This is an optimization exercise on Yosys and OpenROAD, whose aim is small area, a short achievable clock period and few clock cycles per item, not a production implementation.
The RTL was checked by simulation tests, not by an equivalence proof against the original design.
Power and IR drop assume default switching activity.

==> flow/design.v (outline; a module is shown in full before it is edited, if it fits) <==
// module fpc_mul: 470 lines
// module fpc_sel: 10 lines
// module fpc_fa: 10 lines
// module float_to_pcm24_output_conditioner_top: 147 lines
// module fpc_dec: 15 lines
// module fpc_meter: 26 lines
// module fpc_word: 36 lines
module float_to_pcm24_output_conditioner_top (
   input  logic                clock,
   input  logic                reset,
   input  logic                req_valid,
   output logic                req_stall,
   input  logic [31:0]         req_left_sample_bits,
   input  logic [31:0]         req_right_sample_bits,
   output logic                rsp_valid,
   input  logic                rsp_stall,
   output logic signed [23:0]  rsp_left_word,
   output logic signed [23:0]  rsp_right_word,
   output logic [15:0]         rsp_peak_x1000,
   output logic [15:0]         rsp_nan_total,
   input  logic                csr_wr_en,
   input  logic [16:0]         csr_wr_data
);
  // ...
==> flow/flow/run.sh <==
#!/bin/bash
# The standard layout (the standard.sh, all steps), with the port buffers
# that global placement inserts made of the smallest plain buffer instead of
# the flow's default choice; repair may still resize them. Each tool's output
# goes to standard.log here; ORFS's own per-step logs stay under orfs/logs.
set -euo pipefail
export BUFFER_PORTS_ARGS="-buffer_cell sky130_fd_sc_hd__buf_1"
bash standard.sh > standard.log 2>&1
==> flow/standard.sh <==
#!/bin/bash
# synth_recipe.tcl (not shown) runs the flow's synth.tcl, then flattens the netlist and writes it again
# the make line also repeats each setting of config.mk as NAME=value (left out here)
make -C /OpenROAD-flow-scripts/flow DESIGN_CONFIG=/design/flow/config.mk WORK_HOME=/design/flow/orfs CLKGATE_MAP_FILE= SYNTH_SCRIPT=/design/flow/synth_recipe.tcl "${@:-finish}"
==> flow/config.mk <==
export PLATFORM = sky130hd
export DESIGN_NAME = float_to_pcm24_output_conditioner_top
export DESIGN_NICKNAME = float_to_pcm24_output_conditioner_top
export VERILOG_FILES = /design/flow/design.v
export SDC_FILE = /design/flow/constraint.sdc
export NUM_CORES = 4
export LEC_CHECK = 0
export ABC_AREA = 1
export CAP_MARGIN = 20
export CELL_PAD_IN_SITES_DETAIL_PLACEMENT = 1
export CELL_PAD_IN_SITES_GLOBAL_PLACEMENT = 2
export CORE_MARGIN = 2
export CORE_UTILIZATION = 40
export CTS_BUF_LIST = sky130_fd_sc_hd__clkbuf_4 sky130_fd_sc_hd__clkbuf_8
export SETUP_SLACK_MARGIN = 5
export SLEW_MARGIN = 20
export SYNTH_HIERARCHICAL = 1
export SYNTH_MINIMUM_KEEP_SIZE = 0
==> flow/constraint.sdc <==
create_clock -name core_clock -period 10.0 [get_ports {clock}]
set_input_delay 2.0000 -clock core_clock [delete_from_list [all_inputs] [get_ports {clock}]]
set_output_delay 2.0000 -clock core_clock [all_outputs]
set_load 0.01 [all_outputs]
==> results.json, run 1 <==
{
  "status": "timing/DRC/antenna clean",
  "clk_share_pct": 2.54,
  "pg_seq_mw": 2.37,
  "die_x_um": 327,
  "p_leak_nw": 21.3,
  "wl_mm": 182,
  "reg2reg_depth": 21,
  "holdWs_ns": 0.381,
  "drc_errors": 0,
  "power_leader": "combinational cells",
  "worst_setup_path_end_kind": "register",
  "hpwl_mm": 136,
  "timing.final.crit_share_pct": 49.3,
  "worst_path_max_delay_cell": "fa_2",
  "grt_pass1_vias": 44000,
  "min_to": "s1_r_ctl_ff[2]",
  "required_ns": 10.45,
  "clockBufferDepth": 3,
  "grt_use_met2_pct": 54.2,
  "post_cts_resize_count": 101,
  "layout-drive-gt1-share_pct": 15.1,
  "core_um2": 104000,
  "yosysWarnings": 9,
  "final_util_pct": 46.7,
  "top_layer_used": "met5",
  "fp.dieH_um": 327,
  "use_met3_pct": 6.21,
  "power_density_nw_per_um2": 318
}
Testbench counts, summed over its fixed seeds: cycles 4,824, items 4,800.
==> inputs of run 2 (changes only) <==
--- a/flow/config.mk
+++ b/flow/config.mk
@@ -11,5 +11,5 @@
 export CELL_PAD_IN_SITES_GLOBAL_PLACEMENT = 2
 export CORE_MARGIN = 2
-export CORE_UTILIZATION = 40
+export CORE_UTILIZATION = 55
 export CTS_BUF_LIST = sky130_fd_sc_hd__clkbuf_4 sky130_fd_sc_hd__clkbuf_8
 export SETUP_SLACK_MARGIN = 5
==> results.json, run 2 <==
{
  "status": "did not finish",
  "haltStage": "global placement without I/O",
  "firstError": "[ERROR GPL-0301] Utilization 108.642 % exceeds 100%.",
  "yosysWarnings": 9,
  "die_x_um": 280,
  "avgSynthCellArea_um2": 6.92,
  "num_rows": 101,
  "postSynthCellCount": 6038,
  "syn_area_um2": 41800,
  "fp.dieH_um": 280,
  "initial_core_util_pct": 55.3,
  "syn-num-nets": 6683
}
==> inputs of run 3 (changes only) <==
--- a/flow/config.mk
+++ b/flow/config.mk
@@ -11,7 +11,7 @@
 export CELL_PAD_IN_SITES_GLOBAL_PLACEMENT = 2
 export CORE_MARGIN = 2
-export CORE_UTILIZATION = 55
+export CORE_UTILIZATION = 40
 export CTS_BUF_LIST = sky130_fd_sc_hd__clkbuf_4 sky130_fd_sc_hd__clkbuf_8
-export SETUP_SLACK_MARGIN = 5
+export SETUP_SLACK_MARGIN = 4.6
 export SLEW_MARGIN = 20
 export SYNTH_HIERARCHICAL = 1
==> results.json, run 3 <==
{
  "status": "timing/DRC/antenna clean",
  "via_per_inst": 5.55,
  "drc_errors": 0,
  "cts_tree": "yes",
  "grt_pass1_wl_mm": 267,
  "drt_iter0_markers": 3534,
  "track_usage_pct": 32.5,
  "slew_violations": 0,
  "p_leak_nw": 20.3,
  "largestRegisters": "s1_l_q_ff x40, s1_r_q_ff x40",
  "syn2layout_area_growth_pct": 9.47,
  "required_ns": 10.52,
  "peakVddDrop_v": 0.000182,
  "antenna_found_initial": 8,
  "overflow": 0,
  "grt_pass1_vias": 43300,
  "dp_worst_setup_slack_ns": 4.21,
  "initial_core_util_pct": 40.3,
  "portBuffers": 167,
  "die_x_um": 327,
  "hp-class": "register to register",
  "grt_max_degree": 132,
  "max_slew_margin_pct": 31.8,
  "wl_mm": 177,
  "ios": 168,
  "tightest_slew_ns": 1.02,
  "setup_ws_ns": 4.71,
  "drv_cap": 0,
  "gp_congestion": 0.940,
  "layout_common_cells": "nand2_1, inv_1, a21oi_1",
  "min_period_ns": 5.29,
  "start_kind": "register",
  "clockBufferDepth": 3,
  "cpPeakStageDelay_ns": 0.58,
  "nets": 6785,
  "cp_max_fo": 9,
  "vias": 42100,
  "wire_per_inst_um": 23.3,
  "timing.final.crit_share_pct": 52.9,
  "power_density_nw_per_um2": 301,
  "path_cells": "buf_4 > nand2_1 > clkinvlp_4 > buf_12 > nand2_1 > o21ai_0 > a21oi_1 > fa_1 > fa_1 > fa_1 > fa_1 > ha_1 > a21oi_1 > o21ai_0 > inv_1 > nand2_1 > a21oi_1 > nand2_1 > nand2_1 > nand2_1",
  "clock_latency_ns": 0.78,
  "hpwl_mm": 135,
  "syn_area_um2": 41800,
  "syn-num-nets": 6683,
  "arrival_ns": 5.81,
  "holdWs_ns": 0.409,
  "postSynthCellCount": 6038,
  "worst_setup_path_end_kind": "register",
  "avgSynthCellArea_um2": 6.92,
  "finalHoldViolations": 0,
  "final_common_cell": "nand2_1",
  "drt_pass1_iterations": 5,
  "layout-drive-gt1-share_pct": 9.18,
  "core_um2": 104000,
  "setup_tns_ns": 0,
  "worst_path_max_delay_cell": "fa_1",
  "dieArea_um2": 107000,
  "yosysWarnings": 9,
  "cts-htree-levels": 2,
  "num_rows": 118,
  "setup_viol": 0,
  "ant_nets": 0,
  "fmax_ghz": 0.189,
  "clockRootBuffer": "clkbuf_8",
  "clk_pin_slew_ns": 0.06,
  "cp_common_cell": "nand2_1",
  "rsz0062_at_grt": "true",
  "cts_inserted_buffers": 59,
  "fin_worst_skew_ns": 0.0876,
  "clock_sinks": 306,
  "path_class": "register to register",
  "fp.dieH_um": 327
}
run 3: path summary, 6_finish.rpt:
| path | start | endpoint | slack, ns | cells after the start |
|---|---|---|---|---|
| worst min-delay path | in_r_ctl_ff[2] | s1_r_ctl_ff[2] | 0.41 | 0 |
| worst max-delay path | in_l_f_ff[15] | s1_l_q_ff[37] | 4.71 | 20 |
| worst max register to register | in_l_f_ff[15] | s1_l_q_ff[37] | 4.71 | 20 |
| worst min register to register | in_r_ctl_ff[2] | s1_r_ctl_ff[2] | 0.41 | 0 |
run 3: stage by stage:
stage | std cells | area, um2 | power, mW | util (%)
CTS | 7494 | 44800 | 13.7 | 43.2
finish | 7576 | 45800 | 13.8 | 44.2
global placement | 7382 | 43500 | 12.2 | 42.0
detailed placement | 7383 | 43500 | 12.4 | 42.0
floorplan | 6038 | 41800 | 9.26 | -
global route | 7575 | 45800 | 15.2 | 44.2
run 3: routing by layer:
metal,routed length [um],vias up,GRT usage (%)
li1,-,19700,-
met1,77000,20500,43.0
met2,81700,1529,53.8
met3,12600,314,5.57
met4,5410,0,10.4
met5,0,-,0
run 3: worst max-delay path, delay by kind of cell (launching register included):
family / cells / cell delay, ns
adders and majority gates: 5 / 2.41
buffers and inverters: 4 / 0.61
AOI/OAI and AO/OA: 5 / 1.17
and+or+nand+nor: 6 / 0.41
DFF: 1 / 0.50
run 3: repair_timing:
action	4_1_cts	5_1_grt
hold buffers	0	0
pin swaps	0	6
gates resized for setup	21	75
buffers inserted	0	72
endpoints found under the setup margin	36	44
cloned	0	3
run 3: area by class of cell:
class	count	area, um2
Antenna cell	6	15.0
Clock buffer	73	923
Clock inverter	38	320
Fill cell	13400	57900
Inverter	892	3510
Multi-Input combinational cell	4569	28800
Sequential cell	306	8540
Tap cell	1380	1730
Timing Repair Buffer	310	1880
Timing Repair inverter	2	10.0
run 3: report_power, final:
part	switching, mW	internal, mW
Clock	0.643	0.703
Combinational	6.61	3.46
Sequential	0.355	2.01

## re-timing with driven ports
No port has a modelled driver above. Below, the same layouts with a new extraction and two added sets of constraints.
Step 1, drivers: a clkbuf_16 drives clock and a buf_2 each remaining input, both assumed.
Step 2 also shifts input and output timing later by t, the mid clock arrival at the registers, as if the neighbouring blocks saw the same clock.
Slacks: no drivers / after step 1 / after step 2; pairs: no drivers / after step 1.
run | t, ns | slack for setup (ns) | worst hold slack (ns) | worst setup path after step 2
run 1 | 0.778 | 5.068 / 5.068 / 5.068 | 0.381 / 0.381 / 0.381 | register to register
run 3 | 0.811 | 4.708 / 4.708 / 4.708 | 0.409 / 0.409 / 0.409 | register to register
After both steps every run listed still meets setup and hold.
